This design comes from an exercise in tuning for small area on the open sky130 flow, not from production work. The RTL was checked by simulation tests, not by an equivalence proof against the original design. No activity file was given, so power comes from the tool's default toggle rates.

==> job 6903 <==
==> flow/design.v (excerpt) <==
module sram_1r1w_param #(
  parameter int    DATA_WIDTH        = 32,
  parameter int    SIZE              = 64,
  parameter int    ADDR_WIDTH        = (SIZE > 1) ? $clog2(SIZE) : 1,
  parameter        READ_DURING_WRITE = "NEW_DATA",
  parameter int    CLEAR_ON_RESET    = 1
) (
  input  logic                  clk,
  input  logic                  rst_n,
  input  logic                  read_en,
  input  logic [ADDR_WIDTH-1:0] read_addr,
  output logic [DATA_WIDTH-1:0] read_data,
  input  logic                  write_en,
  input  logic [ADDR_WIDTH-1:0] write_addr,
  input  logic [DATA_WIDTH-1:0] write_data,
  output logic                  init_busy
);
  logic [ADDR_WIDTH-1:0]               r_cnt;
  logic [SIZE-1:0][DATA_WIDTH-1:0]     r_mem;
  always_ff @(posedge clk) begin
    if (!rst_n) begin
      r_cnt     <= '0;
      init_busy <= 1'b1;
    end else begin
      r_cnt     <= r_cnt + 1'b1;
      init_busy <= init_busy && (r_cnt != ADDR_WIDTH'(SIZE - 1));
    end
  end
  logic [SIZE-1:0]       w_row_sweep;
  logic [SIZE-1:0]       w_row_wr_n;
  logic [SIZE-1:0]       w_row_hold_n;
  logic [SIZE-1:0]       w_row_wr;
  logic [SIZE-1:0]       w_row_hold;
  logic [SIZE-1:0][DATA_WIDTH-1:0] w_mem_next;
  always_comb begin
    for (int i = 0; i < SIZE; i++) begin
      w_row_sweep[i]  = rst_n && init_busy && (r_cnt == ADDR_WIDTH'(i));
      w_row_wr_n[i]   = !(rst_n && !init_busy && write_en && (write_addr == ADDR_WIDTH'(i)));
      w_row_hold_n[i] = w_row_sweep[i] || !w_row_wr_n[i];
    end
  end
  for (genvar i = 0; i < SIZE; i++) begin : g_wdrv
    sram_1r1w_drv u_wr   (.a_n(w_row_wr_n[i]),   .y(w_row_wr[i]));
    sram_1r1w_drv u_hold (.a_n(w_row_hold_n[i]), .y(w_row_hold[i]));
  end
  for (genvar i = 0; i < SIZE; i++) begin : g_row
    for (genvar j = 0; j < DATA_WIDTH; j++) begin : g_bit
      sram_1r1w_wbit u_wbit (
        .q(r_mem[i][j]), .hold(w_row_hold[i]), .wr(w_row_wr[i]),
  ...
==> module sram_1r1w_wbit, before the edit <==
module sram_1r1w_wbit (
  input  logic q,
  input  logic hold,
  input  logic wr,
  input  logic d,
  output logic y
);
  assign y = (q & hold) | (d & wr);
endmodule
==> module sram_1r1w_drv, before the edit <==
module sram_1r1w_drv (
  input  logic a_n,
  output logic y
);
  assign y = ~a_n;
endmodule
==> module sram_1r1w_rd3, before the edit <==
module sram_1r1w_rd3 (
  input  logic [2:0] sel,
  input  logic [2:0] d,
  output logic       y_n
);
  assign y_n = ~|(sel & d);
endmodule
==> module sram_1r1w_nand, before the edit <==
module sram_1r1w_nand #(
  parameter int N = 4
) (
  input  logic [N-1:0] a,
  output logic         y
);
  assign y = ~&a;
endmodule
==> module sram_1r1w_nor2, before the edit <==
module sram_1r1w_nor2 (
  input  logic [1:0] a,
  output logic       y_n
);
  assign y_n = ~|a;
endmodule
==> module sram_1r1w_rdor, before the edit <==
module sram_1r1w_rdor (
  input  logic [21:0] g_n,
  output logic        y
);
  logic [5:0] w_l1;
  logic [2:0] w_l2_n;
  for (genvar k = 0; k < 4; k++) begin : g_l1a
    sram_1r1w_nand u_nand (.a(g_n[4*k +: 4]), .y(w_l1[k]));
  end
  for (genvar k = 0; k < 2; k++) begin : g_l1b
    sram_1r1w_nand #(.N(3)) u_nand (.a(g_n[16 + 3*k +: 3]), .y(w_l1[4 + k]));
  end
  for (genvar k = 0; k < 3; k++) begin : g_l2
    sram_1r1w_nor2 u_nor (.a(w_l1[2*k +: 2]), .y_n(w_l2_n[k]));
  end
  assign y = ~&w_l2_n;
endmodule
==> module sram_1r1w_param, before the edit <==
module sram_1r1w_param #(
  parameter int    DATA_WIDTH        = 32,
  parameter int    SIZE              = 64,
  parameter int    ADDR_WIDTH        = (SIZE > 1) ? $clog2(SIZE) : 1,
  parameter        READ_DURING_WRITE = "NEW_DATA",
  parameter int    CLEAR_ON_RESET    = 1
) (
  input  logic                  clk,
  input  logic                  rst_n,
  input  logic                  read_en,
  input  logic [ADDR_WIDTH-1:0] read_addr,
  output logic [DATA_WIDTH-1:0] read_data,
  input  logic                  write_en,
  input  logic [ADDR_WIDTH-1:0] write_addr,
  input  logic [DATA_WIDTH-1:0] write_data,
  output logic                  init_busy
);
  logic [ADDR_WIDTH-1:0]               r_cnt;
  logic [SIZE-1:0][DATA_WIDTH-1:0]     r_mem;
  always_ff @(posedge clk) begin
    if (!rst_n) begin
      r_cnt     <= '0;
      init_busy <= 1'b1;
    end else begin
      r_cnt     <= r_cnt + 1'b1;
      init_busy <= init_busy && (r_cnt != ADDR_WIDTH'(SIZE - 1));
    end
  end
  logic [SIZE-1:0]       w_row_sweep;
  logic [SIZE-1:0]       w_row_wr_n;
  logic [SIZE-1:0]       w_row_hold_n;
  logic [SIZE-1:0]       w_row_wr;
  logic [SIZE-1:0]       w_row_hold;
  logic [SIZE-1:0][DATA_WIDTH-1:0] w_mem_next;
  always_comb begin
    for (int i = 0; i < SIZE; i++) begin
      w_row_sweep[i]  = rst_n && init_busy && (r_cnt == ADDR_WIDTH'(i));
      w_row_wr_n[i]   = !(rst_n && !init_busy && write_en && (write_addr == ADDR_WIDTH'(i)));
      w_row_hold_n[i] = w_row_sweep[i] || !w_row_wr_n[i];
    end
  end
  for (genvar i = 0; i < SIZE; i++) begin : g_wdrv
    sram_1r1w_drv u_wr   (.a_n(w_row_wr_n[i]),   .y(w_row_wr[i]));
    sram_1r1w_drv u_hold (.a_n(w_row_hold_n[i]), .y(w_row_hold[i]));
  end
  for (genvar i = 0; i < SIZE; i++) begin : g_row
    for (genvar j = 0; j < DATA_WIDTH; j++) begin : g_bit
      sram_1r1w_wbit u_wbit (
        .q(r_mem[i][j]), .hold(w_row_hold[i]), .wr(w_row_wr[i]),
        .d(write_data[j]), .y(w_mem_next[i][j])
      );
    end
  end
  always_ff @(posedge clk) begin
    r_mem <= w_mem_next;
  end
  localparam int c_TERMS  = SIZE + 2;
  localparam int c_GROUPS = (c_TERMS + 2) / 3;
  logic            w_rd;
  logic            w_fwd;
  logic            w_hold;
  logic [c_GROUPS*3-1:0]                 w_term_sel_n;
  logic [c_GROUPS*3-1:0]                 w_term_sel;
  logic [c_GROUPS*3-1:0][DATA_WIDTH-1:0] w_term_dat;
  logic [DATA_WIDTH-1:0][c_GROUPS-1:0]   w_grp_n;
  logic [DATA_WIDTH-1:0]                 w_rd_next;
  assign w_rd   = rst_n && !init_busy && read_en;
  assign w_fwd  = w_rd && write_en && (write_addr == read_addr);
  assign w_hold = rst_n && !w_rd;
  always_comb begin
    w_term_sel_n = '1;
    w_term_dat   = '0;
    for (int i = 0; i < SIZE; i++) begin
      w_term_sel_n[i] = !(w_rd && w_row_wr_n[i] && (read_addr == ADDR_WIDTH'(i)));
      w_term_dat[i]   = r_mem[i];
    end
    w_term_sel_n[SIZE]     = !w_fwd;
    w_term_dat[SIZE]       = write_data;
    w_term_sel_n[SIZE + 1] = !w_hold;
    w_term_dat[SIZE + 1]   = read_data;
  end
  for (genvar k = 0; k < c_TERMS; k++) begin : g_rdrv
    sram_1r1w_drv u_sel (.a_n(w_term_sel_n[k]), .y(w_term_sel[k]));
  end
  for (genvar k = c_TERMS; k < c_GROUPS*3; k++) begin : g_rpad
    assign w_term_sel[k] = 1'b0;
  end
  for (genvar g = 0; g < c_GROUPS; g++) begin : g_grp
    for (genvar j = 0; j < DATA_WIDTH; j++) begin : g_bit
      sram_1r1w_rd3 u_rd3 (
        .sel(w_term_sel[3*g +: 3]),
        .d({w_term_dat[3*g+2][j], w_term_dat[3*g+1][j], w_term_dat[3*g][j]}),
        .y_n(w_grp_n[j][g])
      );
    end
  end
  for (genvar j = 0; j < DATA_WIDTH; j++) begin : g_rdor
    sram_1r1w_rdor u_rdor (.g_n(w_grp_n[j]), .y(w_rd_next[j]));
  end
  always_ff @(posedge clk) begin
    read_data <= w_rd_next;
  end
endmodule
export LEC_CHECK = 0
export CAP_MARGIN = 10
export CORE_MARGIN = 2
export CORE_UTILIZATION = 35
export PLACE_DENSITY = 0.8
export SLEW_MARGIN = 10
export SYNTH_HIERARCHICAL = 1
export SYNTH_MINIMUM_KEEP_SIZE = 0
create_clock -name core_clock -period 4.0 [get_ports {clk}]
standard.sh (not shown) runs the stock make flow with config.mk's settings and CLKGATE_MAP_FILE= SYNTH_SCRIPT=/design/flow/synth_recipe.tcl, a recipe that flattens the netlist after the stock synthesis.
==> flow/flow/run.sh <==
#!/bin/bash
# Standard ORFS layout (the standard.sh, standard synthesis) with a leaner
# clock tree (larger sink clusters, no dummy loads) and plain buffers on the
# ports. Each ORFS step logs to orfs/logs/; this script's own output goes to
# standard.log.
set -euo pipefail
export CTS_ARGS="-sink_clustering_enable -repair_clock_nets -dont_use_dummy_load -sink_clustering_size 16 -sink_clustering_max_diameter 50 -buf_list {sky130_fd_sc_hd__clkbuf_4 sky130_fd_sc_hd__clkbuf_8}"
export BUFFER_PORTS_ARGS="-buffer_cell sky130_fd_sc_hd__buf_2"
bash standard.sh > standard.log 2>&1
==> inputs of job 8971, as changes to job 6903 <==
==> flow/design.v (replaced) <==
`default_nettype none
module sram_1r1w_param #(
  parameter int    DATA_WIDTH        = 32,
  parameter int    SIZE              = 64,
  parameter int    ADDR_WIDTH        = (SIZE > 1) ? $clog2(SIZE) : 1,
  parameter        READ_DURING_WRITE = "NEW_DATA",
  parameter int    CLEAR_ON_RESET    = 1
) (
  input  logic                  clk,
  input  logic                  rst_n,
  input  logic                  read_en,
  input  logic [ADDR_WIDTH-1:0] read_addr,
  output logic [DATA_WIDTH-1:0] read_data,
  input  logic                  write_en,
  input  logic [ADDR_WIDTH-1:0] write_addr,
  input  logic [DATA_WIDTH-1:0] write_data,
  output logic                  init_busy
);
  logic [ADDR_WIDTH-1:0]               r_cnt;
  logic [SIZE-1:0][DATA_WIDTH-1:0]     r_mem;
  always_ff @(posedge clk) begin
    if (!rst_n) begin
      r_cnt     <= '0;
      init_busy <= 1'b1;
    end else begin
      r_cnt     <= r_cnt + 1'b1;
      init_busy <= init_busy && (r_cnt != ADDR_WIDTH'(SIZE - 1));
    end
  end
  logic                  w_we;
  logic [ADDR_WIDTH-1:0] w_wa;
  logic [SIZE-1:0]       w_row_sel;
  logic [SIZE-1:0]       w_row_wr;
  logic [SIZE-1:0]       w_row_hold;
  assign w_we = rst_n && (init_busy || write_en);
  assign w_wa = init_busy ? r_cnt : write_addr;
  always_comb begin
    for (int i = 0; i < SIZE; i++) begin
      w_row_sel[i]  = w_we && (w_wa == ADDR_WIDTH'(i));
      w_row_hold[i] = !w_row_sel[i];
      w_row_wr[i]   = w_row_sel[i] && !init_busy;
    end
  end
  always_ff @(posedge clk) begin
    for (int i = 0; i < SIZE; i++) begin
      r_mem[i] <= ({DATA_WIDTH{w_row_hold[i]}} & r_mem[i]) |
                  ({DATA_WIDTH{w_row_wr[i]}}   & write_data);
    end
  end
  logic            w_rd;
  logic            w_fwd;
  logic            w_hold;
  logic [SIZE-1:0] w_row_re;
  logic [DATA_WIDTH-1:0] w_rd_next;
  assign w_rd   = rst_n && !init_busy && read_en;
  assign w_fwd  = w_rd && write_en && (write_addr == read_addr);
  assign w_hold = rst_n && !w_rd;
  always_comb begin
    for (int i = 0; i < SIZE; i++)
      w_row_re[i] = w_rd && !w_fwd && (read_addr == ADDR_WIDTH'(i));
  end
  always_comb begin
    w_rd_next = ({DATA_WIDTH{w_hold}} & read_data) |
                ({DATA_WIDTH{w_fwd}}  & write_data);
    for (int i = 0; i < SIZE; i++)
      w_rd_next = w_rd_next | ({DATA_WIDTH{w_row_re[i]}} & r_mem[i]);
  end
  always_ff @(posedge clk) begin
    read_data <= w_rd_next;
  end
endmodule
`default_nettype wire
==> flow/run.sh (new file) <==
#!/bin/bash
# synth_recipe.tcl (not shown) runs the flow's synth.tcl, then flattens the netlist and writes it again
# the make line also repeats each setting of config.mk as NAME=value (left out here)
make -C /OpenROAD-flow-scripts/flow DESIGN_CONFIG=/design/flow/config.mk WORK_HOME=/design/flow/orfs CLKGATE_MAP_FILE= SYNTH_SCRIPT=/design/flow/synth_recipe.tcl finish
==> flow/config.mk (replaced) <==
export PLATFORM = sky130hd
export DESIGN_NAME = sram_1r1w_param
export DESIGN_NICKNAME = sram_1r1w_param
export VERILOG_FILES = /design/flow/design.v
export SDC_FILE = /design/flow/constraint.sdc
export NUM_CORES = 4
export LEC_CHECK = 0
export CAP_MARGIN = 20
export CORE_MARGIN = 2
export CORE_UTILIZATION = 50
export SLEW_MARGIN = 20
removed: flow/flow/run.sh
removed: flow/standard.sh
==> summary of the runs <==
Routed wire length: job 6903 is lower than job 8971 (37%).
Against job 8971, the utilization of job 6903 is lower by 23 points.
Of job 6903 and job 8971, job 8971 has the higher clock-buffer cell count (gap 154).
In job 6903 the sequential share of layout area is higher than in job 8971, by 8.4 points.
Of job 8971 and job 6903, job 8971 has the higher non-clock buffer count (gap 592).
Of job 8971 and job 6903, job 8971 has the higher sequential power (gap about 4%, measured against job 6903).
==> figures <==
	job 6903	job 8971
Final design utilization	0.401	0.629
Register-to-Register Setup Slack	0.08 ns	0.13 ns
Worst setup path endpoint	read_data[6]$_DFF_P_	read_data[5]$_DFF_P_
Synth-to-layout area growth	13.7%	24.7%
Most frequent standard cell in the layout excluding fill and tap cells	sky130_fd_sc_hd__dfxtp_1	sky130_fd_sc_hd__nand2_1
Power drawn by the combinational cells	0.000848 W	0.00175 W
Clock network contribution to total cell area	0.0283	0.0748
Final HPWL DP	178,000 µm	309,000 µm
CTS clk-pin slew, worst paths	0.10 ns	0.06 ns
Share of the synthesized area in compound gates (AO/OA/AOI/OAI)	0.359	0.255
Area fraction in and, or, nand and nor cells after synthesis	0.0394	0.152
Routed length on met3	40,500 µm	79,200 µm
Tapcell count	2,672	2,044
Result of the run	finished clean	finished clean

static timing again, ports no longer ideal:
The flow's constraints put no driver on any port. The routed layouts listed below were extracted and timed again, unchanged, in two steps.
Step 1 (the two cells are an assumption about what drives the block):
set clk [get_ports {clk}]
set_driving_cell -lib_cell sky130_fd_sc_hd__clkbuf_16 $clk
set_driving_cell -lib_cell sky130_fd_sc_hd__buf_2 [delete_from_list [all_inputs] $clk]
Step 2, shift: input delay + t, output delay - t, t = (earliest + latest rising clock arrival at the registers) / 2. This alone moves slack from input paths to output paths.
Three values: ideal, step 1, step 2; two values: the first two.
run | t, ns | setup slack, ns | latest minus earliest clock arrival (ns)
job 6903 | 1.028 | 0.085 / 0.085 / -0.548 | 0.109 / 0.109
job 8971 | 0.946 | 0.132 / 0.132 / -0.721 | 0.067 / 0.066
Met with ideal ports but missed after step 2: setup timing in job 6903 and job 8971. The setup slack of job 8971, which loses most, moves by 0.000 ns with the drivers and by -0.853 ns with both steps.
